This is an optimization exercise on Yosys and OpenROAD, whose aim is small area, a short achievable clock period and few clock cycles per item, not a production implementation. Only simulation tests tie the RTL to the original design; equivalence was not proved. Power and IR drop assume default switching activity.

### flow/run.sh
#!/bin/bash
set -euo pipefail
MARGIN=${MARGIN:-8.4}
ABCP=${ABCP:-3500}
bash standard.sh SETUP_SLACK_MARGIN=$MARGIN ABC_CLOCK_PERIOD_IN_PS=$ABCP finish > flow_make.log 2>&1
### standard.sh
#!/bin/bash
# synth_recipe.tcl (not shown) runs the flow's synth.tcl, then flattens the netlist and writes it again
# the make line also repeats each setting of config.mk as NAME=value (left out here)
make -C /OpenROAD-flow-scripts/flow DESIGN_CONFIG=/design/flow/config.mk WORK_HOME=/design/flow/orfs CLKGATE_MAP_FILE= SYNTH_SCRIPT=/design/flow/synth_recipe.tcl "${@:-finish}"
### config.mk
export PLATFORM = sky130hd
export DESIGN_NAME = hough_top
export DESIGN_NICKNAME = hough_top
export VERILOG_FILES = /design/flow/design.v
export SDC_FILE = /design/flow/constraint.sdc
export NUM_CORES = 4
export LEC_CHECK = 0
export ABC_AREA = 1
export CAP_MARGIN = 20
export CORE_MARGIN = 2
export CORE_UTILIZATION = 60
export CTS_CLUSTER_DIAMETER = 80
export CTS_CLUSTER_SIZE = 24
export SLEW_MARGIN = 20
export SYNTH_MEMORY_MAX_BITS = 65536
### constraint.sdc
create_clock -name core_clock -period 12.0 [get_ports {clk}]
set_input_delay 2.4000 -clock core_clock [delete_from_list [all_inputs] [get_ports {clk}]]
set_output_delay 2.4000 -clock core_clock [all_outputs]
set_load 0.01 [all_outputs]
### design.v
package hough_pkg;
    typedef enum logic [2:0] {
        IDLE,
        CLEAR_ACC,      
        VOTE,           
        FIND_PEAKS,     
        DONE_STATE
    } hough_state_t;
    typedef logic [$clog2(16)-1:0]   coord_t;       
    typedef logic [$clog2(16)-1:0] theta_idx_t;   
    typedef logic [$clog2(16)-1:0]   rho_bin_t;     
    typedef logic [$clog2(63+1)-1:0] vote_t;
    typedef logic [$clog2(256)-1:0]  acc_addr_t;
    typedef logic [7:0] line_field_t;   
endpackage
module rho_binner (
    input  logic [7:0]  pix,         
    output logic [63:0] codes        
);
    localparam logic [16383:0] TAB = 16384'h000048bfffffffff000048bffffffffe000158cffffffffd000259cfffffffec000269cfffffffdb00036acfffffffca00047acffffffeb900148adfffffeda800258bdfffffec9700369bdffffedb8601479bdffffeca750247acdfffedb9640258acefffeca8530369bdeffedc97421479bdefeedb9631257abdefedca8520000037aeffffffff000037aefffffffe000047befffffffd000148beffffffec000258beffffffdb000269befffffeca000369befffffdb9001479ceffffeca800147acefffedb9700258aceefeeca8600368bceeeedb97501479bceeedcb96402579bdeeedca8530368acdeedcb97421469bcdeddca86312579bcdedcb975200000269dffffffff000036adfffffffe000037adfffffffd000047adffffffec000147adefffffdb000258adeffffeca000258adefffedb9000368bdeffedca8001469bdeeeedb97002479bddeedca8600358abddddcb97501368abddddca86402479acdddcb975303579bcddcba86421468abcdccb985312479accdcca974200000158cefffffff0000259ceffffffe0000269ceffffffd0000369cefffffec0000369cdffffedb0001479cdeffedca000247acdeeeecb9000258acdeeedca8000368acddddcb97001468accddcba86002479accdcca975003579accccb9864014689bcccba975302478abccbb9864213579abcbba9753124689bbcbb9864200000047bdfffffff0000148bdffffffe0000158bdfffffed0000258bdeffffdc0000358bcefffecb0000368bceeeedba0001469bcdeedca90002479bcdddcb980002579bccdcba970013579bbcccb9860014689bbcbba875002468abbbba9764013579abbba98653024689abbaa97642135789abaa98653124679aabaa9764200000036acfffffff0000037acefffffe0000147aceffffed0000147acdeffedc0000257abdeeeecb0000257abddeddba0000358abcdddca90001368abccccb980002468abbccba870002468aabbba9760013578aabba98650024679aaaa987540134689aaa9986430135789aaa9875320246789aa98764211357899a9987531000000259beffffff00000269bdfffffe00000369bdefffed00000369bceeeedc00001469acdeedcb00001469acdddcba00002479abcccba900003579abbcba9800013579abbba987000246799aaa9976000246799aa998650013568999998754002457899998764301346789998765320245678998875421134678898876431000000148adefffff00000258aceffffe00000258acdeffed00000258acdeeedc000003589bcdddcb000013589bccccba000013689abcbba9000024689abbba98000024689aaaa9870001356899999876000235688999876500124578888876540013467888876543012456788877643202346778877653211345677877654310000000379cefffff000001479bdefffe000001479bdeeeed000001479bcddddc000002479abcdccb000002478abccbba0000035789abbba90000135789aaaa9800001357899999870000245788998876000134577888876500023467788776540012456777776543002345677766543201345667766543211234566766543210000000268bdeffff000000368aceefee000000368acdeedd000000368abcddcc0000013689bcccbb0000013679abbbaa00000246799aaa99000002467899999800001246788998870000134677888776000023466777766500012456677766540002345666665543001234566665443201234556655443211234455655443210000000157aceffff0000002579bdeeee0000002579bcdddd0000002579accdcc0000002578abbcbb00000025689abbaa000001356899aa990000013567899988000001356788887700000235667777660000123556676655000013455666654400012345555554330012334555544322001234455544321101234445444321000000000469bdefff0000001469bcdeee0000001468acdddd00000014689bcccc00000014679abbbb000000145789aaaa00000024578999990000002456788888000001245677887700000124566777660000012445666655000012344555554400001234444444330001223444443322001223344433321101223334333221000000000358acefff0000000358acdeee00000003579bcddd00000003579abccc000000035689abbb0000000346899aaa000000134678999900000013456788880000001345677777000000134556666600000013345555550000012334444444000001233344433300001223333333220001122333322211011222232222110000000002479cdeff00000002479bcdee00000002468abcdd000000024689bbcc000000024679aabb0000000235789aaa000000023567899900000002346778880000000234566777000000023445666600000002234455550000001223344444000000122333333300000112222222220000111222221111001111121111100000000001369bdeef00000001368acdde000000013589bccd000000013579abbc0000000135689aab00000001246789aa000000012457889900000001235677880000000123456677000000012344556600000001123445550000000112333444000000011222333300000001111222220000000111111111000000010000000000000000258acdef000000002579bcde000000002479accd0000000024689bbc0000000024679aab000000001357899a0000000013467889000000001345677800000000123456670000000012344556000000000123444500000000012233340000000001122223000000000011111200000000000000010000000000000000;
    assign codes = TAB[64*pix +: 64];
endmodule
module hough_top (
    input  logic                   clk,
    input  logic                   reset_n,
    input  logic                   start,
    output logic                   busy,
    output logic                   done,
    input  logic                   wr_en,
    input  logic [7:0]             wr_addr,
    input  logic [7:0]             wr_data,
    output logic [7:0]             num_lines,
    output logic [4*8-1:0] line_rho,
    output logic [4*8-1:0] line_theta,
    output logic [4*8-1:0] line_votes
);
    localparam logic [767:0] CELL_W  = 768'h000005bb6dad000005b6db6d000025b6cb6d0000e5b6db6d00012db6cb6d00072db6db6d00392db6db6d00096db6cb6d00496db6596d01bb6db6cb6d01c96db6496d0e5b6db2492d124b6db2392d725b6db1c72d92cb6d8d86e5db6db560001d;
    localparam logic [15:0]  COL_SAT = 16'hfc00;
    localparam logic [1:0] S_IDLE = 2'd0, S_VOTE = 2'd1, S_HIT = 2'd2;
    logic         wq_en;
    logic [4:0]   wq_addr;
    logic [7:0]   wq_data;
    logic [255:0] img;
    logic [15:0]  nz_q;             
    always_ff @(posedge clk or negedge reset_n) begin
        if (!reset_n) wq_en <= 1'b0;
        else          wq_en <= wr_en && (wr_addr[7:5] == 3'd0);
    end
    always_ff @(posedge clk) begin
        wq_addr <= wr_addr[4:0];
        wq_data <= wr_data;
    end
    always_ff @(posedge clk or negedge reset_n) begin
        if (!reset_n) img <= '0;
        else if (wq_en) img[wq_addr*8 +: 8] <= wq_data;
    end
    always_ff @(posedge clk) begin
        for (int i = 0; i < 16; i++) nz_q[i] <= |img[16*i +: 16];
    end
    logic [1:0]    state;
    logic          vfirst_q;        
    logic          busy_r, done_r;
    logic          clr_pend;        
    logic          clr;             
    logic [31:0]   written;         
    logic [15:0]   voted;           
    logic          inval;           
    logic [15:0]   prem;            
    logic [3:0]    py;
    logic [15:0]   p_low, p_after, p_cand, p_take, p_row;
    logic          p_run, p_fetch, p_more;
    logic          pix_v;
    logic [7:0]    pix_q;
    logic [15:0]   hrem;            
    logic [3:0]    hy;
    logic [15:0]   h_above;         
    logic          h_first;         
    logic          h_second;        
    logic [15:0]   hit0n;           
    logic [15:0]   hnz_q;           
    logic [255:0]  hitv;            
    logic [255:0]  hit8v;           
    logic [15:0]   hnz8_q;          
    logic [15:0]   h_row5, h_row8;
    logic [15:0]   h_low, h_after, h_cand, h_take, h_row, h_gt, h_above_nx;
    logic          h_run, h_fetch, h_more;
    logic          skip8_q;         
    logic          cv_q;            
    logic [63:0]   codes_q;
    logic          rv_q;            
    logic [5:0]    rdv_q;
    logic [3:0]    rr_q, rt_q;
    logic [63:0]   codes_d;
    logic [5:0]    rdv;
    function automatic logic [3:0] enc16(input logic [15:0] oh);
        enc16[0] = |(oh & 16'hAAAA);
        enc16[1] = |(oh & 16'hCCCC);
        enc16[2] = |(oh & 16'hF0F0);
        enc16[3] = |(oh & 16'hFF00);
    endfunction
    function automatic logic [15:0] low16(input logic [15:0] v);
        logic seen;
        seen = 1'b0;
        for (int i = 0; i < 16; i++) begin
            low16[i] = v[i] && !seen;
            seen = seen || v[i];
        end
    endfunction
    assign clr = inval || clr_pend;
    assign p_run   = !clr && (state != S_HIT);
    assign p_low   = low16(prem);
    assign p_after = prem & ~p_low;
    always_comb begin
        for (int i = 0; i < 16; i++)
            p_cand[i] = nz_q[i] && !voted[i] &&
                        ((state != S_IDLE) || (written[2*i] && written[2*i + 1]));
    end
    assign p_take  = low16(p_cand);
    assign p_fetch = p_run && (p_after == '0) && (p_cand != '0);
    always_comb begin
        p_row = '0;
        for (int i = 0; i < 16; i++) p_row = p_row | (img[16*i +: 16] & {16{p_take[i]}});
    end
    assign p_more = (prem != '0) || (p_cand != '0);
    always_ff @(posedge clk) begin
        pix_q <= {py, enc16(p_low)};
        if (p_run && p_fetch) py <= enc16(p_take);
    end
    always_ff @(posedge clk or negedge reset_n) begin
        if (!reset_n) pix_v <= 1'b0;
        else          pix_v <= p_run && (prem != '0);
    end
    always_ff @(posedge clk) begin
        if (!p_run)       prem <= '0;
        else if (p_fetch) prem <= p_row;
        else              prem <= p_after;
    end
    logic wq_row_taken;
    assign wq_row_taken = wq_en && (voted[wq_addr[4:1]] || (p_fetch && p_take[wq_addr[4:1]]));
    always_ff @(posedge clk or negedge reset_n) begin
        if (!reset_n)          inval <= 1'b1;
        else if (clr)          inval <= 1'b0;
        else if (wq_row_taken) inval <= 1'b1;
    end
    always_ff @(posedge clk) begin
        if (clr)          voted <= '0;
        else if (p_fetch) voted <= voted | p_take;
        for (int i = 0; i < 32; i++) begin
            if (wq_en && (wq_addr == 5'(i))) written[i] <= 1'b1;
            else if (clr) written[i] <= 1'b0;
        end
    end
    assign h_run   = (state == S_HIT);
    assign h_low   = low16(hrem);
    assign h_after = hrem & ~h_low;
    assign h_cand  = ((skip8_q ? hnz8_q : hnz_q) | {15'd0, h_first}) & h_gt;
    assign h_take  = low16(h_cand);
    assign h_gt    = h_above;
    always_comb begin
        logic seen;
        seen = 1'b0;
        for (int i = 0; i < 16; i++) begin
            h_above_nx[i] = seen;
            seen = seen || h_cand[i];
        end
    end
    assign h_fetch = h_run && (h_after == '0) && (h_cand != '0) && !h_second;
    always_comb begin
        h_row5 = '0;
        h_row8 = '0;
        for (int i = 0; i < 16; i++) begin
            h_row5 = h_row5 | (hitv[16*i +: 16] & {16{h_take[i]}});
            h_row8 = h_row8 | (hit8v[16*i +: 16] & {16{h_take[i]}});
        end
    end
    assign h_row = h_first ? hit0n : (skip8_q ? h_row8 : h_row5);
    assign h_more = (hrem != '0) || (h_cand != '0) || h_second;
    always_ff @(posedge clk) begin
        if (h_run && h_fetch) hy <= enc16(h_take);
    end
    always_ff @(posedge clk) begin
        h_first  <= !h_run;
        h_second <= h_run && h_first;
        for (int i = 0; i < 16; i++) begin
            hnz_q[i]  <= |hitv[16*i +: 16];
            hnz8_q[i] <= |hit8v[16*i +: 16];
        end
        if (!h_run) begin
            hrem    <= '0;
            h_above <= 16'h0001;
        end else if (h_fetch) begin
            hrem    <= h_row;
            h_above <= h_above_nx;
        end else begin
            hrem    <= h_after;
        end
    end
    always_ff @(posedge clk or negedge reset_n) begin
        if (!reset_n) begin
            state    <= S_IDLE;
            vfirst_q <= 1'b0;
            busy_r   <= 1'b0;
            done_r   <= 1'b0;
            clr_pend <= 1'b0;
        end else begin
            done_r   <= 1'b0;
            vfirst_q <= 1'b0;
            clr_pend <= 1'b0;
            case (state)
                S_IDLE: begin
                    if (start) begin
                        busy_r   <= 1'b1;
                        state    <= S_VOTE;
                        vfirst_q <= 1'b1;
                    end
                end
                S_VOTE: begin
                    if (!vfirst_q && !clr && !p_more) state <= S_HIT;
                end
                S_HIT: begin
                    if (!h_more) begin
                        state    <= S_IDLE;
                        busy_r   <= 1'b0;
                        done_r   <= 1'b1;
                        clr_pend <= 1'b1;
                    end
                end
                default: state <= S_IDLE;
            endcase
        end
    end
    assign busy = busy_r;
    assign done = done_r;
    rho_binner u_bin (.pix(pix_q), .codes(codes_d));
    always_ff @(posedge clk or negedge reset_n) begin
        if (!reset_n) cv_q <= 1'b0;
        else          cv_q <= pix_v && !clr;
    end
    always_ff @(posedge clk) begin
        if (!h_run) codes_q <= codes_d;
        else        codes_q <= {16{h_fetch ? enc16(h_take) : hy}};
    end
    logic [256*6-1:0] cellv;        
    logic [16*6-1:0]  rd;           
    genvar t, r;
    generate
        for (t = 0; t < 16; t++) begin : g_col
            logic [3:0]  code;
            logic [15:0] sel;            
            logic [15:0] wsel;           
            logic [5:0]  cur;
            logic [5:0]  inc;
            logic [5:0]  nxt;
            assign code = codes_q[4*t +: 4];
            always_comb begin
                for (int i = 0; i < 16; i++) sel[i] = (code == 4'(i));
            end
            assign wsel = {16{clr}} | ({16{cv_q}} & sel);
            always_comb begin
                cur = '0;
                for (int i = 0; i < 16; i++) cur = cur | (cellv[(i*16 + t)*6 +: 6] & {6{sel[i]}});
            end
            assign rd[t*6 +: 6] = cur;
            assign inc = {cur[5] ^ (&cur[4:0]), cur[4] ^ (&cur[3:0]), cur[3] ^ (&cur[2:0]),
                          cur[2] ^ (&cur[1:0]), cur[1] ^ cur[0], !cur[0]};
            if (COL_SAT[t]) begin : g_sat
                assign nxt = clr ? 6'd0 : ((&cur) ? cur : inc);
            end else begin : g_nosat
                assign nxt = clr ? 6'd0 : inc;
            end
            for (r = 0; r < 16; r++) begin : g_row
                localparam int W = int'(CELL_W[(r*16 + t)*3 +: 3]);
                if (W > 0) begin : g_cell
                    logic [W-1:0] q;
                    always_ff @(posedge clk) begin
                        if (wsel[r]) q <= nxt[W-1:0];
                    end
                    assign cellv[(r*16 + t)*6 +: 6] = 6'(q);
                    assign hitv[r*16 + t] = (q >= W'(5));
                    if (r == 0) begin : g_r0
                        assign hit0n[t] = (q >= W'(5)) ||
                                          (cv_q && sel[0] && (q == W'(5 - 1)));
                    end
                    if (W > 3) begin : g_8
                        assign hit8v[r*16 + t] = (q >= W'(8));
                    end else begin : g_n8
                        assign hit8v[r*16 + t] = 1'b0;
                    end
                end else begin : g_none
                    assign cellv[(r*16 + t)*6 +: 6] = 6'd0;
                    assign hitv[r*16 + t] = 1'b0;
                    if (r == 0) begin : g_r0
                        assign hit0n[t] = 1'b0;
                    end
                    assign hit8v[r*16 + t] = 1'b0;
                end
            end
        end
    endgenerate
    always_comb begin
        rdv = '0;
        for (int i = 0; i < 16; i++) rdv = rdv | (rd[i*6 +: 6] & {6{h_low[i]}});
    end
    always_ff @(posedge clk or negedge reset_n) begin
        if (!reset_n) rv_q <= 1'b0;
        else          rv_q <= h_run && (hrem != '0);
    end
    always_ff @(posedge clk) begin
        rdv_q <= rdv;
        rr_q  <= hy;
        rt_q  <= enc16(h_low);
    end
    logic [2:0]  cnt;
    logic [2:0]  cnt_out;           
    logic [15:0] s_rho;             
    logic [31:0] s_th;              
    logic [23:0] s_v;               
    logic [7:0]  new_th;
    logic [3:0]  vmin;              
    logic [3:0]  beats;             
    logic [3:0]  wr_slot;           
    always_comb begin
        logic [5:0] v0, v1, v2, v3;
        v0 = s_v[0 +: 6];  v1 = s_v[6 +: 6];  v2 = s_v[12 +: 6];  v3 = s_v[18 +: 6];
        vmin[0] = !(v1 < v0) && !(v2 < v0) && !(v3 < v0);
        vmin[1] =  (v1 < v0) && !(v2 < v1) && !(v3 < v1);
        vmin[2] =  (v2 < v0) &&  (v2 < v1) && !(v3 < v2);
        vmin[3] =  (v3 < v0) &&  (v3 < v1) &&  (v3 < v2);
        for (int i = 0; i < 4; i++) beats[i] = (rdv_q > s_v[6*i +: 6]);
        for (int i = 0; i < 4; i++)
            wr_slot[i] = rv_q && (cnt[2] ? (vmin[i] && beats[i]) : (cnt[1:0] == 2'(i)));
    end
    always_ff @(posedge clk) begin
        logic [5:0] wv;
        wv = '0;
        for (int i = 0; i < 4; i++) wv = wv | (s_v[6*i +: 6] & {6{vmin[i]}});
        skip8_q <= cnt[2] && (wv >= 6'd7) && (state == S_HIT);
    end
    always_comb begin
        case (rt_q)
            4'd0:  new_th = 8'd0;    4'd1:  new_th = 8'd11;
            4'd2:  new_th = 8'd22;   4'd3:  new_th = 8'd33;
            4'd4:  new_th = 8'd45;   4'd5:  new_th = 8'd56;
            4'd6:  new_th = 8'd67;   4'd7:  new_th = 8'd78;
            4'd8:  new_th = 8'd90;   4'd9:  new_th = 8'd101;
            4'd10: new_th = 8'd112;  4'd11: new_th = 8'd123;
            4'd12: new_th = 8'd135;  4'd13: new_th = 8'd146;
            4'd14: new_th = 8'd157;  default: new_th = 8'd168;
        endcase
    end
    always_ff @(posedge clk or negedge reset_n) begin
        if (!reset_n) begin
            cnt     <= '0;
            cnt_out <= '0;
            s_rho <= '0;
            s_th  <= '0;
            s_v   <= '0;
        end else if (vfirst_q) begin
            cnt     <= '0;
            cnt_out <= '0;
            s_rho <= '0;
            s_th  <= '0;
            s_v   <= '0;
        end else begin
            if (rv_q && !cnt[2]) begin
                cnt     <= cnt + 1'b1;
                cnt_out <= cnt + 1'b1;
            end
            for (int i = 0; i < 4; i++) begin
                if (wr_slot[i]) begin
                    s_rho[4*i +: 4] <= rr_q;
                    s_th[8*i +: 8]  <= new_th;
                    s_v[6*i +: 6]   <= rdv_q;
                end
            end
        end
    end
    assign num_lines = {5'd0, cnt_out};
    generate
        for (t = 0; t < 4; t++) begin : g_out
            assign line_rho[8*t +: 8]   = {4'd0, s_rho[4*t +: 4]};
            assign line_theta[8*t +: 8] = s_th[8*t +: 8];
            assign line_votes[8*t +: 8] = {2'd0, s_v[6*t +: 6]};
        end
    endgenerate
endmodule
==> results of run 1 <==
## sequential cells by signal (all words and copies together), names as in the netlist, 24 cells and up
signal,flops
g_col.g_row.g_cell.q,935
img,256
codes_q,62
s_th,32
written,32
s_v,24
## cell usage in the layout, fill, tap and decap left out, types with 16 or more instances in the layout
master | synthesis | final
sky130_fd_sc_hd__nand2_2 | 10 | 16
sky130_fd_sc_hd__o21a_1 | 22 | 22
sky130_fd_sc_hd__nor2_4 | 8 | 28
sky130_fd_sc_hd__a32o_1 | 22 | 22
sky130_fd_sc_hd__o22ai_1 | 93 | 93
sky130_fd_sc_hd__a21oi_1 | 351 | 338
sky130_fd_sc_hd__o211ai_1 | 57 | 57
sky130_fd_sc_hd__dfxtp_2 | 0 | 22
sky130_fd_sc_hd__a22o_1 | 30 | 30
sky130_fd_sc_hd__mux2i_1 | 40 | 40
sky130_fd_sc_hd__nand3_1 | 462 | 457
sky130_fd_sc_hd__edfxtp_1 | 943 | 943
sky130_fd_sc_hd__buf_6 | 7 | 24
sky130_fd_sc_hd__nor2_1 | 1097 | 1045
sky130_fd_sc_hd__ha_1 | 134 | 133
sky130_fd_sc_hd__nand4_1 | 180 | 180
sky130_fd_sc_hd__buf_2 | 25 | 58
sky130_fd_sc_hd__nor4_1 | 145 | 143
sky130_fd_sc_hd__inv_1 | 1222 | 1209
sky130_fd_sc_hd__nand2_1 | 2102 | 2092
sky130_fd_sc_hd__a221oi_1 | 63 | 63
sky130_fd_sc_hd__conb_1 | 1 | 29
sky130_fd_sc_hd__buf_4 | 40 | 193
sky130_fd_sc_hd__dfrtp_1 | 340 | 330
sky130_fd_sc_hd__nor3_1 | 103 | 97
sky130_fd_sc_hd__nor2_2 | 9 | 42
sky130_fd_sc_hd__a211oi_1 | 50 | 50
sky130_fd_sc_hd__dfxtp_1 | 248 | 226
sky130_fd_sc_hd__o2bb2ai_1 | 26 | 26
sky130_fd_sc_hd__o221ai_1 | 20 | 20
sky130_fd_sc_hd__o2111ai_1 | 42 | 41
sky130_fd_sc_hd__a31oi_1 | 40 | 40
sky130_fd_sc_hd__or2_2 | 22 | 22
sky130_fd_sc_hd__clkbuf_1 | 237 | 40
sky130_fd_sc_hd__o21ai_0 | 957 | 954
sky130_fd_sc_hd__clkdlybuf4s50_1 | 0 | 18
sky130_fd_sc_hd__clkbuf_16 | 0 | 85
## layer usage
layer  global-route usage [%]  part of all wire, %
met5                    0.356                0.068
met4                     34.7                  9.5
met3                     13.8                   14
met2                     71.8                   42
met1                     60.6                   35
## area by class of cell
type / count / area, µm²
Fill cell: 10800 / 45300
Sequential cell: 1532 / 41900
Multi-Input combinational cell: 6297 / 31800
Inverter: 1254 / 4770
Timing Repair Buffer: 307 / 2470
Clock buffer: 127 / 2300
Tap cell: 1755 / 2200
Clock inverter: 26 / 408
Antenna cell: 5 / 12.5
## worst min-delay path by stage
| stage | slack, ns | endpoint | cells past startpoint |
|---|---|---|---|
| 3_3_place_gp | 0.33 | pix_q[7]$_DFF_P_ | 0 |
| 5_1_grt | 0.38 | pix_q[4]$_DFF_P_ | 0 |
| 4_1_cts | 0.35 | pix_q[7]$_DFF_P_ | 0 |
| 2_1_floorplan | 0.32 | pix_q[4]$_DFF_P_ | 0 |
| 6_report | 0.35 | pix_q[7]$_DFF_P_ | 0 |
| 3_5_place_dp | 0.33 | pix_q[7]$_DFF_P_ | 0 |
## power breakdown
group / internal, mW / leakage, nW / switching (mW)
clock: 1.42 / 1.30 / 1.90
combinational: 3.27 / 20.3 / 10.5
sequential: 9.17 / 15.3 / 1.22
total: 13.9 / 37.0 / 13.6
## synthesized netlist by cell type (11+ instances only)
cell type                      n  area share [%]
sky130_fd_sc_hd__buf_1        23            0.11
sky130_fd_sc_hd__dfrtp_1     340              11
sky130_fd_sc_hd__o2bb2ai_1    26            0.29
sky130_fd_sc_hd__and3_1       11           0.087
sky130_fd_sc_hd__nor2_1     1097             5.2
sky130_fd_sc_hd__a22o_1       30            0.33
sky130_fd_sc_hd__a21oi_1     351             2.2
sky130_fd_sc_hd__ha_1        134             2.1
sky130_fd_sc_hd__a31oi_1      40            0.32
sky130_fd_sc_hd__mux2_2       12            0.17
sky130_fd_sc_hd__o211ai_1     57            0.54
sky130_fd_sc_hd__clkinv_1     16           0.076
sky130_fd_sc_hd__nand4_1     180             1.4
sky130_fd_sc_hd__nor4_1      145             1.1
sky130_fd_sc_hd__mux2i_1      40            0.51
sky130_fd_sc_hd__nor3_1      103            0.65
sky130_fd_sc_hd__dfxtp_1     248             6.3
sky130_fd_sc_hd__a211oi_1     50            0.47
sky130_fd_sc_hd__o21ai_0     957             6.1
sky130_fd_sc_hd__a221oi_1     63            0.70
sky130_fd_sc_hd__o221ai_1     20            0.22
sky130_fd_sc_hd__nand2_1    2102              10
sky130_fd_sc_hd__o21a_1       22            0.21
sky130_fd_sc_hd__buf_2        25            0.16
sky130_fd_sc_hd__edfxtp_1    943              36
sky130_fd_sc_hd__clkbuf_1    237             1.1
sky130_fd_sc_hd__inv_2        15           0.071
sky130_fd_sc_hd__o22ai_1      93            0.74
sky130_fd_sc_hd__a32o_1       22            0.28
sky130_fd_sc_hd__o2111ai_1    42            0.47
sky130_fd_sc_hd__buf_4        40            0.38
sky130_fd_sc_hd__o31ai_1      12            0.11
sky130_fd_sc_hd__or2_2        22            0.17
sky130_fd_sc_hd__inv_1      1222             5.8
sky130_fd_sc_hd__nand3_1     462             2.9
## logic make-up (layout without fill, tap and decap cells)
| group | after synthesis | after routing | synth area share [%] |
|---|---|---|---|
| other cells | 1 | 34 | 0.00475 |
| simple gates | 4189 | 4192 | 22.4 |
| fa+ha+maj | 134 | 134 | 2.12 |
| flops | 1532 | 1532 | 52.9 |
| compound gates | 1872 | 1873 | 13.9 |
| buf+inv | 1586 | 1714 | 7.83 |
| xor+xnor | 17 | 17 | 0.188 |
| mux | 52 | 52 | 0.678 |
## what timing repair did
item | in CTS | in global routing
setup buffers | 70 | 40
cloned | 4 | 0
pin swaps | 14 | 6
resized for setup | 405 | 92
setup endpoints to repair | 484 | 633
## metrics by stage
stage	total power, mW	instances	hold slack [ns]
global placement	22.6	11000	0.328
floorplan	16.9	9411	0.323
CTS	26.3	11300	0.354
global route	28.3	11300	0.381
detailed placement	22.9	11000	0.332
finish	27.5	11300	0.354
==> impl_results.rst, run 1 <==
.. list-table::
   :header-rows: 1

   * - Metric
     - Value
   * - Final number of setup-violating endpoints
     - 0
   * - Number of global-route vias before repair
     - ~71k
   * - Total DRC errors in the routed layout
     - 0
   * - Clock root buffer
     - sky130_fd_sc_hd__clkbuf_16
   * - Instance count on the critical path
     - 1
   * - Area of the die
     - approximately 130,000 µm²
   * - Time the final worst path needs with I/O delays and setup
     - between 3 and 4 ns
   * - CTS tree
     - built
   * - Clock latency reported for the late side of the worst-skew pair
     - 0.78 ns
   * - Area of all placed cells without fillers
     - 85,800 µm²
   * - Initial DRC Count
     - around 13k
   * - CP Data Required Time
     - between 9 and 10 ns
   * - Worst hold path type
     - reg2reg
   * - Average wire per standard cell
     - 29.5 µm
   * - Power per Cell Area
     - around 320 nW/µm²
   * - Slack of the critical path
     - slightly above 8 ns
   * - Hold_sp
     - py[3]$_DFFE_PP_
   * - Proportion of synthesized flip-flops having asynchronous set or reset
     - between 20 and 25%
   * - Type of the worst setup path
     - reg2out
   * - Max-Slew Margin vs Limit
     - 13.5%
   * - Total grt overflow
     - 0
   * - Initial Utilization
     - between 60% and 70%
   * - Die X
     - 367 µm
   * - First element of the critical path
     - s_v[1]$_DFFE_PN0P_
   * - Minimum setup slack among reg-to-reg paths
     - 8.27 ns
   * - Count of pins on the block boundary
     - ~130
   * - Antenna violations before repair
     - 15
   * - EDFF count, synth
     - between 900 and 1k
   * - Post-layout util
     - between 60% and 70%
   * - Vias per cell
     - 6.69
   * - Final setup TNS
     - 0 ns
   * - Startpoint Class
     - flop
   * - ANT nets after route
     - 0
   * - Dominant register cell in the synthesized netlist
     - sky130_fd_sc_hd__edfxtp_1
   * - Number of buffers added to fix hold violations after cts
     - 0
   * - Slowest cell on the critical path
     - sky130_fd_sc_hd__dfrtp_1
   * - Yosys cell types
     - between 80 and 90
   * - Crit path largest cell delay
     - around 0.46 ns
   * - Clock sink count
     - 1,532
   * - Transition time of the tightest slew-check pin
     - about 1.3 ns
   * - CTS H-tree lvls
     - 3
   * - Total Nets Final
     - 9,629
   * - CTS buffer count
     - 83
   * - Number of rows created at floorplan
     - 133
   * - Routability congestion estimate from global placement
     - around 1.1
   * - Setup skew after layout
     - around 0.052 ns
   * - Synth Area per Inst
     - 8.42 µm²
   * - Max-slew violations
     - 0
   * - 1st-pass router iterations
     - 9
   * - HPWL after detailed placement
     - 249,000 µm
   * - R2R Path Start
     - pix_q[4]$_DFF_P_
   * - Warnings from Yosys
     - 1
   * - Total of buffers placed on input and output ports
     - 96
   * - DR vias
     - approximately 76k
   * - Number of hold violations in the final report
     - 0
   * - Count of cells along the worst register-to-register path
     - 10
   * - Die span in y
     - ~370 µm
   * - Run status
     - no timing/DRC/antenna violations
   * - Data arrival time of the worst path
     - roughly 1.4 ns
   * - Max Clock Freq
     - 0.265 GHz
   * - Post-Route WL
     - approximately 330,000 µm
   * - Area of the core
     - roughly 130,000 µm²
   * - Ordered cell list for the critical path
     - buf_2
   * - Worst path buffer plus inverter count
     - 1
   * - Share of cells above drive strength 1
     - 6.77%
   * - Fraction of the yosys area taken by sequential cells
     - a little over half
   * - Share of the cycle needed by the critical path after routing
     - about a third
   * - Pre-CTS WS
     - 6.82 ns
   * - Maximum number of pins on one net before global-route repair
     - between 150 and 200
   * - Layout-stage area growth over the synthesis result
     - 8.58%
   * - Setup repair after global routing missed its margin
     - yes
   * - Endpoint kind of the worst setup timing path
     - primary output
   * - Wire length of the first global-routing pass
     - 478,000 µm
   * - CTS max path bufs
     - 3
   * - Post-detailed-placement cell area
     - around 82,000 µm²
   * - Reg-to-reg endpoint
     - codes_q[44]$_DFF_P_
   * - Flops & latches, synth
     - approximately 1.5k
   * - Maximum fanout count along the critical path
     - 2
   * - Netlist area before placement
     - roughly 79,000 µm²
   * - Global-route usage over all layers
     - approximately half
   * - Clock transition at the registers of the reported paths
     - ~0.090 ns
   * - Leakage power
     - ~37 nW
   * - Endpoint of the worst setup timing path
     - line_votes[1]
   * - Gate count of the mapped netlist
     - between 9k and 10k
   * - # Max-Cap Violations
     - 0
   * - Dominant delay contributor by cell family on the critical path
     - flip-flops
   * - Maximum ir drop on the vdd rail
     - between 0.3 and 0.4 mV
Testbench counts, summed over its fixed seeds: cycles 4,696, frames 96.
==> inputs of run 2 (changes only) <==
--- a/design.v
+++ b/design.v
@@ -62,7 +62,7 @@
     logic          busy_r, done_r;
     logic          clr_pend;        
     logic          clr;             
-    logic [31:0]   written;         
+    logic [15:0]   written;         
     logic [15:0]   voted;           
     logic          inval;           
     logic [15:0]   prem;            
@@ -113,7 +113,7 @@
     always_comb begin
         for (int i = 0; i < 16; i++)
             p_cand[i] = nz_q[i] && !voted[i] &&
-                        ((state != S_IDLE) || (written[2*i] && written[2*i + 1]));
+                        ((state != S_IDLE) || written[i]);
     end
     assign p_take  = low16(p_cand);
     assign p_fetch = p_run && (p_after == '0) && (p_cand != '0);
@@ -145,8 +145,8 @@
     always_ff @(posedge clk) begin
         if (clr)          voted <= '0;
         else if (p_fetch) voted <= voted | p_take;
-        for (int i = 0; i < 32; i++) begin
-            if (wq_en && (wq_addr == 5'(i))) written[i] <= 1'b1;
+        for (int i = 0; i < 16; i++) begin
+            if (wq_en && (wq_addr == 5'(2*i + 1))) written[i] <= 1'b1;
             else if (clr) written[i] <= 1'b0;
         end
     end
==> flow/run.sh (replaced) <==
#!/bin/bash
set -euo pipefail
MARGIN=${MARGIN:-8.6}
ABCP=${ABCP:-3500}
bash standard.sh SETUP_SLACK_MARGIN=$MARGIN ABC_CLOCK_PERIOD_IN_PS=$ABCP finish > flow_make.log 2>&1
==> run 2 against run 1 <==
Still clean on timing, DRC and antenna. Non-clock buffer count up 46. Sequential power about the same. Routed wire length up 3.8%. Register-to-register slack better by 0.14 ns. Clock skew up 0.010 ns. Clock power down 2%. Synthesized cell count down 1.6%. Combinational power down 6%. Critical path depth unchanged. Highest routed layer unchanged.
==> impl_results.rst, run 2 <==
.. list-table::
   :header-rows: 1

   * - Metric
     - Value
   * - Number of fill cells
     - a little over 10k
   * - Total of buffers placed on input and output ports
     - 96
   * - Endpoint kind of the worst setup timing path
     - primary output
   * - Max FFs per register
     - 935
   * - Reg-to-reg endpoint
     - img[175]$_DFFE_PN0P_
   * - Number of global-route vias before repair
     - a little over 70k
   * - Proportion of power drawn by the clock network
     - approximately 12%
   * - Number of cells on the worst hold path
     - 0
   * - Initial DRC Count
     - between 15k and 20k
   * - Worst hold path type
     - reg2reg
   * - 1st-pass router iterations
     - 13
   * - Number of cells in the design after placement
     - 10.9k
   * - Count of cells along the worst register-to-register path
     - 15
   * - Commonest non-fill, non-tap cells in the layout
     - sky130_fd_sc_hd__nand2_1, sky130_fd_sc_hd__inv_1, sky130_fd_sc_hd__nor2_1
   * - Post-Route WL
     - between 300,000 and 400,000 µm
   * - Netlist area before placement
     - between 70,000 and 80,000 µm²
   * - R2R Path Start
     - wq_addr[0]$_DFF_P_
   * - Transition time of the tightest slew-check pin
     - between 1 and 1.5 ns
   * - Antenna violations before repair
     - 32
   * - Final std cells w/o fill
     - 11.2k
   * - Max-Slew Margin vs Limit
     - between 10% and 20%
   * - Share of cells above drive strength 1
     - between 8 and 9%
   * - Cell Int Power
     - 13.5 mW
   * - Gate count of the mapped netlist
     - around 9k
   * - Area of the die
     - around 130,000 µm²
   * - Clock latency reported for the late side of the worst-skew pair
     - between 0.7 and 0.8 ns
   * - Clock sink count
     - 1,516
   * - Registers with the highest flip-flop counts
     - g_col.g_row.g_cell.q: 935 flops, img: 256 flops, codes_q: 62 flops
   * - Final number of setup-violating endpoints
     - 0
   * - Total DRC errors in the routed layout
     - 0
   * - Max-slew violations
     - 0
   * - Worst hold endpoint
     - pix_q[7]$_DFF_P_
   * - ANT nets after route
     - 0
   * - Dominant cells by area after synthesis
     - sky130_fd_sc_hd__edfxtp_1, sky130_fd_sc_hd__dfrtp_1, sky130_fd_sc_hd__nand2_1
   * - Run status
     - no timing/DRC/antenna violations
   * - Vias per cell
     - about 7
   * - Total Nets Final
     - about 9.5k
   * - Warnings from Yosys
     - 1
   * - Type of the worst setup path
     - reg2out
   * - Startpoint Class
     - flop
   * - DR vias
     - between 70k and 80k
   * - Flops & latches, synth
     - ~1.5k
   * - Average wire per standard cell
     - between 30 and 40 µm
   * - Top cell types by occurrence after synthesis
     - sky130_fd_sc_hd__nand2_1, sky130_fd_sc_hd__inv_1, sky130_fd_sc_hd__nor2_1, sky130_fd_sc_hd__o21ai_0, sky130_fd_sc_hd__edfxtp_1
   * - Slowest cell on the critical path
     - sky130_fd_sc_hd__dfrtp_1
   * - Routability congestion estimate from global placement
     - ~1.1
   * - Clock root buffer
     - sky130_fd_sc_hd__clkbuf_16
   * - Proportion of synthesized flip-flops having asynchronous set or reset
     - between 20 and 25%
   * - Worst path buffer plus inverter count
     - 1
   * - Setup repair after global routing missed its margin
     - yes
   * - Die X
     - 365 µm
   * - Wire length of the first global-routing pass
     - 482,000 µm
   * - Fraction of synthesized cell area taken by the top area cell type
     - ~36%
   * - Crit path largest cell delay
     - roughly 0.45 ns
   * - Part of the power in registers
     - 38.7%
   * - Cell type with the largest total area after synthesis
     - sky130_fd_sc_hd__edfxtp_1
   * - Share of the cycle needed by the critical path after routing
     - 31.3%
   * - Number of rows created at floorplan
     - between 100 and 150
   * - Time the final worst path needs with I/O delays and setup
     - between 3 and 4 ns
   * - Fraction of the yosys area taken by sequential cells
     - between 50% and 60%
   * - EDFF count, synth
     - about 940
   * - Synth Area per Inst
     - around 8.5 µm²
   * - Power dissipated by switching net loads
     - roughly 13 mW
   * - Largest reg by FF count
     - g_col.g_row.g_cell.q
   * - Max Clock Freq
     - around 0.27 GHz
   * - Leakage power
     - ~36 nW
   * - Total grt overflow
     - 0
   * - Power share of the combinational group
     - between 40% and 50%
   * - HPWL after detailed placement
     - about 260,000 µm
   * - Power per Cell Area
     - between 300 and 400 nW/µm²
   * - Number of hold violations in the final report
     - 0
   * - Area of the core
     - 129,000 µm²
   * - Dominant register cell in the synthesized netlist
     - sky130_fd_sc_hd__edfxtp_1
   * - Ordered cell list for the critical path
     - buf_6
   * - Cell with the most instances after synthesis
     - sky130_fd_sc_hd__nand2_1
   * - Hold_sp
     - py[3]$_DFFE_PP_
   * - Maximum number of pins on one net before global-route repair
     - approximately 100
   * - Number of buffers added to fix hold violations after cts
     - 0
   * - Count of pins on the block boundary
     - 126
   * - CTS buffer count
     - between 80 and 90
   * - CP Data Required Time
     - roughly 9.6 ns
   * - Global-route usage over all layers
     - between 50 and 60%
   * - CTS max path bufs
     - 3
   * - Commonest non-fill, non-tap cell in the layout
     - sky130_fd_sc_hd__nand2_1
   * - Proportion of total power due to net switching
     - between 40% and 50%
   * - Dominant delay contributor by cell family on the critical path
     - flip-flops
   * - Maximum ir drop on the vdd rail
     - ~0.26 mV
   * - CTS tree
     - built
   * - Clock transition at the registers of the reported paths
     - ~0.10 ns
   * - Setup skew after layout
     - approximately 0.062 ns
   * - Final setup TNS
     - 0 ns
   * - Layout-stage area growth over the synthesis result
     - 9.96%
   * - CTS H-tree lvls
     - 3
   * - Data arrival time of the worst path
     - between 1 and 1.5 ns
   * - Maximum fanout count along the critical path
     - 2
   * - # Max-Cap Violations
     - 0
   * - Minimum setup slack among reg-to-reg paths
     - about 8.4 ns
   * - Yosys cell types
     - slightly below 80
   * - Initial Utilization
     - between 60% and 70%
   * - Die span in y
     - approximately 360 µm
[run 2: through the flow]
stage / setup WS [ns] / instance area [µm²] / power (mW) / hold WS, ns / util [%]
finish: 8.24 / 85900 / 26.4 / 0.339 / 66.4
global route: 8.25 / 85800 / 27.0 / 0.350 / 66.4
CTS: 8.23 / 84500 / 24.8 / 0.340 / 65.3
detailed placement: 6.73 / 80800 / 21.4 / 0.327 / 62.5
global placement: 6.86 / 80800 / 21.1 / 0.324 / 62.5
floorplan: 9.17 / 78200 / 16.0 / 0.323 / -
[run 2: cell type report]
cell class / count / area (µm²) / share of cell area [%]
Antenna cell: 23 / 57.6 / 0.0670
Clock buffer: 107 / 2210 / 2.57
Clock inverter: 28 / 395 / 0.460
Inverter: 1232 / 4730 / 5.50
Multi-Input combinational cell: 6206 / 31700 / 36.9
Sequential cell: 1516 / 41500 / 48.4
Tap cell: 1742 / 2180 / 2.54
Timing Repair Buffer: 353 / 3090 / 3.60
[run 2: how the worst max path moves through the flow]
stage                             startpoint             endpoint  slack, ns  depth (start not counted)
after floorplan           s_v[6]$_DFFE_PN0P_        line_votes[8]       9.17                          0
after global placement       skip8_q$_DFF_P_   hrem[6]$_SDFF_PN0_       6.86                         17
after detailed placement     skip8_q$_DFF_P_  codes_q[52]$_DFF_P_       6.73                         15
after CTS                   done_r$_DFF_PN0_                 done       8.23                          1
after global routing      busy_r$_DFFE_PN0P_                 busy       8.25                          1
final                     busy_r$_DFFE_PN0P_                 busy       8.24                          1
[run 2: cell families after synthesis]
kind of cell             count (synthesis)  synth area share [%]
AO/OA/AOI/OAI                         1887                  14.3
multiplexers                            25                 0.320
buffers and inverters                 1543                  7.72
flip-flops                            1516                  53.1
adder cells (fa/ha/maj)                132                  2.11
XOR/XNOR                                21                 0.235
other                                    1               0.00480
AND/OR/NAND/NOR                       4109                  22.2
[run 2: routing by layer]
metal	track usage [%]	wire, µm	share of wire [%]	vias to the layer above
met5	0.980	231	0.067	-
met2	69.3	136000	39	7838
met3	21.3	62600	18	1785
met4	25.8	25500	7.4	30
li1	-	-	-	31700
met1	66.7	121000	35	36100
[run 2: repair_timing]
action                                  4_1_cts  5_1_grt
gates resized for setup                     501      170
gates cloned                                  3        1
buffers inserted                             82       71
endpoints found under the setup margin     1083      909
pin swaps                                    10       16
[run 2: power by group through the flow]
stage          sequential [mW]  combinational, mW  clock, mW
2_1_floorplan             9.65               6.36          0
3_3_place_gp              10.2               11.0          0
3_5_place_dp              10.2               11.2          0
4_1_cts                   10.1               11.6       3.19
5_1_grt                   10.3               13.3       3.36
6_report                  10.2               13.0       3.23
Testbench counts of run 2, summed over its fixed seeds: cycles 4,696, frames 96.
==> inputs of run 3 (changes only) <==
==> flow/run.sh (replaced) <==
#!/bin/bash
set -euo pipefail
MARGIN=${MARGIN:-8.8}
ABCP=${ABCP:-3500}
bash standard.sh SETUP_SLACK_MARGIN=$MARGIN ABC_CLOCK_PERIOD_IN_PS=$ABCP finish > flow_make.log 2>&1
==> run 3 against run 2 <==
Still clean. Clock power barely moved. Register-to-register slack improved by 0.24 ns. Flip-flop and latch count did not move. Largest power group unchanged. Sequential power barely moved. Sequential share of layout area fell by 0.56 points. Critical path depth did not move. Non-clock buffer count rose by 41.
==> impl_results.rst, run 3 <==
.. list-table::
   :header-rows: 1

   * - Metric
     - Value
   * - Run status
     - no timing/DRC/antenna violations
   * - Number of rows created at floorplan
     - roughly 130
   * - Data arrival time of the worst path
     - 1.34 ns
   * - Leakage power
     - roughly 37 nW
   * - Endpoint of the worst setup timing path
     - busy
   * - Netlist area before placement
     - ~80,000 µm²
   * - Area of the die
     - 133,000 µm²
   * - Startpoint Class
     - flop
   * - Initial DRC Count
     - between 15k and 20k
   * - Commonest non-fill, non-tap cell in the layout
     - sky130_fd_sc_hd__nand2_1
   * - Power dissipated by switching net loads
     - between 10 and 15 mW
   * - Wire length of the first global-routing pass
     - between 400,000 and 500,000 µm
   * - Proportion of power drawn by the clock network
     - approximately 12%
   * - Average wire per standard cell
     - roughly 31 µm
   * - Vias per cell
     - a little under 7
   * - First element of the critical path
     - busy_r$_DFFE_PN0P_
   * - Registers with the highest flip-flop counts
     - g_col.g_row.g_cell.q: 935 flops, img: 256 flops, codes_q: 62 flops
   * - Clock latency reported for the late side of the worst-skew pair
     - 0.77 ns
   * - Die span in y
     - approximately 360 µm
   * - Max FFs per register
     - 935
   * - CTS tree
     - built
   * - Area of all placed cells without fillers
     - 87,000 µm²
   * - Flops & latches, synth
     - around 1.5k
   * - Post-Route WL
     - 348,000 µm
   * - Antenna violations before repair
     - 29
   * - Total grt overflow
     - 0
   * - Transition time of the tightest slew-check pin
     - between 1 and 1.5 ns
   * - Largest reg by FF count
     - g_col.g_row.g_cell.q
   * - Cell with the most instances after synthesis
     - sky130_fd_sc_hd__nand2_1
   * - Setup skew after layout
     - between 0.05 and 0.06 ns
   * - Power share of the combinational group
     - 49.8%
   * - Cell type with the largest total area after synthesis
     - sky130_fd_sc_hd__edfxtp_1
   * - Number of global-route vias before repair
     - between 70k and 80k
   * - Clock root buffer
     - sky130_fd_sc_hd__clkbuf_16
   * - EDFF count, synth
     - about 940
   * - Clock transition at the registers of the reported paths
     - 0.10 ns
   * - Warnings from Yosys
     - 1
   * - 1st-pass router iterations
     - 10
   * - # Max-Cap Violations
     - 0
   * - Minimum setup slack among reg-to-reg paths
     - approximately 8.7 ns
   * - Instance count on the critical path
     - 1
   * - Final setup TNS
     - 0 ns
   * - Die X
     - 365 µm
   * - Maximum fanout count along the critical path
     - 2
   * - R2R Path Start
     - s_v[17]$_DFFE_PN0P_
   * - Gate count of the mapped netlist
     - approximately 9.2k
   * - Number of hold violations in the final report
     - 0
   * - Power per Cell Area
     - 308 nW/µm²
   * - Type of the worst setup path
     - reg2out
   * - Clock sink count
     - about 1.5k
   * - Share of the cycle needed by the critical path after routing
     - a little under a third
   * - Final number of setup-violating endpoints
     - 0
   * - CTS buffer count
     - approximately 80
   * - Hold_sp
     - py[3]$_DFFE_PP_
   * - Ordered cell list for the critical path
     - buf_6
   * - Dominant cells by area after synthesis
     - sky130_fd_sc_hd__edfxtp_1, sky130_fd_sc_hd__dfrtp_1, sky130_fd_sc_hd__nand2_1
   * - Time the final worst path needs with I/O delays and setup
     - ~3.7 ns
   * - Endpoint kind of the worst setup timing path
     - primary output
   * - Maximum ir drop on the vdd rail
     - 0.258 mV
   * - Layout-stage area growth over the synthesis result
     - 11.4%
   * - Number of buffers added to fix hold violations after cts
     - 0
   * - Yosys cell types
     - slightly below 80
   * - Reg-to-reg endpoint
     - skip8_q$_DFF_P_
   * - Setup repair after global routing missed its margin
     - yes
   * - Slowest cell on the critical path
     - sky130_fd_sc_hd__dfrtp_1
   * - Share of cells above drive strength 1
     - about a tenth
   * - Global-route usage over all layers
     - between 50% and 60%
   * - HPWL after detailed placement
     - between 200,000 and 300,000 µm
   * - Proportion of synthesized flip-flops having asynchronous set or reset
     - around 22%
   * - Top cell types by occurrence after synthesis
     - sky130_fd_sc_hd__nand2_1, sky130_fd_sc_hd__inv_1, sky130_fd_sc_hd__nor2_1, sky130_fd_sc_hd__o21ai_0, sky130_fd_sc_hd__edfxtp_1
   * - Part of the power in registers
     - 38.2%
   * - Count of pins on the block boundary
     - between 100 and 150
   * - Max-slew violations
     - 0
   * - CTS H-tree lvls
     - 3
   * - Routability congestion estimate from global placement
     - 1.10
   * - Cell Int Power
     - roughly 14 mW
   * - Crit path largest cell delay
     - ~0.44 ns
   * - ANT nets after route
     - 0
   * - Total Nets Final
     - 9,587
   * - CTS max path bufs
     - 3
   * - Area of the core
     - 129,000 µm²
   * - Worst path buffer plus inverter count
     - 1
   * - Dominant register cell in the synthesized netlist
     - sky130_fd_sc_hd__edfxtp_1
   * - Max Clock Freq
     - 0.267 GHz
   * - Dominant delay contributor by cell family on the critical path
     - flip-flops
   * - Proportion of total power due to net switching
     - 48.9%
   * - DR vias
     - between 70k and 80k
   * - Fraction of synthesized cell area taken by the top area cell type
     - a little over a third
   * - Worst hold path type
     - reg2reg
   * - Count of cells along the worst register-to-register path
     - 12
   * - Total DRC errors in the routed layout
     - 0
   * - Post-detailed-placement cell area
     - about 81,000 µm²
   * - Maximum number of pins on one net before global-route repair
     - 104
   * - Initial Utilization
     - roughly 60%
   * - Synth Area per Inst
     - 8.46 µm²
   * - Total of buffers placed on input and output ports
     - 96
   * - Max-Slew Margin vs Limit
     - a little over a tenth
   * - CP Data Required Time
     - ~9.6 ns
   * - Commonest non-fill, non-tap cells in the layout
     - sky130_fd_sc_hd__nand2_1, sky130_fd_sc_hd__inv_1, sky130_fd_sc_hd__nor2_1
   * - Fraction of the yosys area taken by sequential cells
     - 53.1%
run 3: through the flow:
step / total power, mW / hold slack (ns) / setup slack [ns] / utilization (%) / std cells
floorplan: 16.0 / 0.323 / 9.17 / - / 9262
global placement: 21.1 / 0.324 / 6.86 / 62.5 / 10900
detailed placement: 21.4 / 0.327 / 6.73 / 62.5 / 10900
CTS: 25.1 / 0.340 / 8.23 / 65.8 / 11100
global route: 27.4 / 0.347 / 8.25 / 67.2 / 11200
finish: 26.8 / 0.342 / 8.26 / 67.3 / 11300
run 3: power by group through the flow:
stage               Sequential, mW  Combinational (mW)  Clock [mW]
finish                        10.2                13.3        3.23
global route                  10.3                13.7        3.36
CTS                           10.1                11.8        3.19
detailed placement            10.2                11.2           0
global placement              10.2                11.0           0
floorplan                     9.65                6.36           0
run 3: worst min-delay path by stage:
| stage | to | slack, ns | cells after the start |
|---|---|---|---|
| 4_1_cts | pix_q[7]$_DFF_P_ | 0.34 | 0 |
| 3_5_place_dp | pix_q[4]$_DFF_P_ | 0.33 | 0 |
| 6_report | pix_q[7]$_DFF_P_ | 0.34 | 0 |
| 5_1_grt | pix_q[5]$_DFF_P_ | 0.35 | 0 |
| 2_1_floorplan | pix_q[4]$_DFF_P_ | 0.32 | 0 |
| 3_3_place_gp | pix_q[5]$_DFF_P_ | 0.32 | 0 |
run 3: cell families (layout without fill, tap and decap cells):
logic type               count (synthesis)  in the layout  synth area share [%]
AND/OR/NAND/NOR                       4109           4113                  22.2
AO/OA/AOI/OAI                         1887           1887                  14.3
buffers and inverters                 1543           1763                  7.72
flip-flops                            1516           1516                  53.1
adder cells (fa/ha/maj)                132            132                  2.11
multiplexers                            25             25                 0.320
XOR/XNOR                                21             21                 0.235
other                                    1             54               0.00480
run 3: final cells by class:
| type | count | area (µm²) |
|---|---|---|
| diodes | 25 | 62.6 |
| clock buffers | 107 | 2210 |
| clock inverters | 28 | 395 |
| fillers | 9989 | 42300 |
| inverters | 1232 | 4740 |
| multi-input cells | 6207 | 32200 |
| flip-flops and latches | 1516 | 41600 |
| well taps | 1742 | 2180 |
| repair buffers | 394 | 3550 |
| repair inverters | 2 | 11.3 |
run 3: what timing repair did:
action / 4_1_cts / 5_1_grt
cloned: 6 / 3
endpoints found under the setup margin: 1367 / 1384
hold endpoints to repair: 0 / 0
resized for setup: 606 / 277
setup buffers: 108 / 84
pin swaps: 20 / 33
run 3: layer usage:
metal	track usage [%]	part of all wire [%]	wire, µm
met5	0	0.039	135
met3	20.5	18	62200
met2	69.9	40	138000
met1	67.8	35	122000
met4	25.5	7.4	25600

-- re-timing with driven ports --
In the flow no input, the clock included, has a driving cell. The finished layouts below were timed again as built, in two steps. Step 1 sets driving cells, clkbuf_16 on the clock port and buf_2 on the other inputs (assumed; they add their load-dependent delay and slew). Step 2 also shifts input and output timing later by t, the mid clock arrival at the registers, as if the neighbouring blocks saw the same clock. a / b / c = ideal ports / drivers / drivers and shift; a / b = the first two.
| run | t, ns | slack for setup (ns) | hold slack, ns | worst setup path at the end | worst data-port slew with drivers (ns) |
|---|---|---|---|---|---|
| run 1 | 0.836 | 8.223 / 8.137 / 8.041 | 0.354 / 0.354 / 0.354 | input, reset recovery | 0.05 |
| run 2 | 0.835 | 8.244 / 8.157 / 8.035 | 0.339 / 0.339 / 0.339 | input, reset recovery | 0.10 |
| run 3 | 0.827 | 8.262 / 8.177 / 8.212 | 0.342 / 0.342 / 0.342 | input, reset recovery | 0.11 |
After both steps every run listed still meets setup and hold. The setup slack of run 2, which loses most, moves by -0.087 ns with the drivers and by -0.209 ns with both steps. Setup slack includes reset recovery checks.
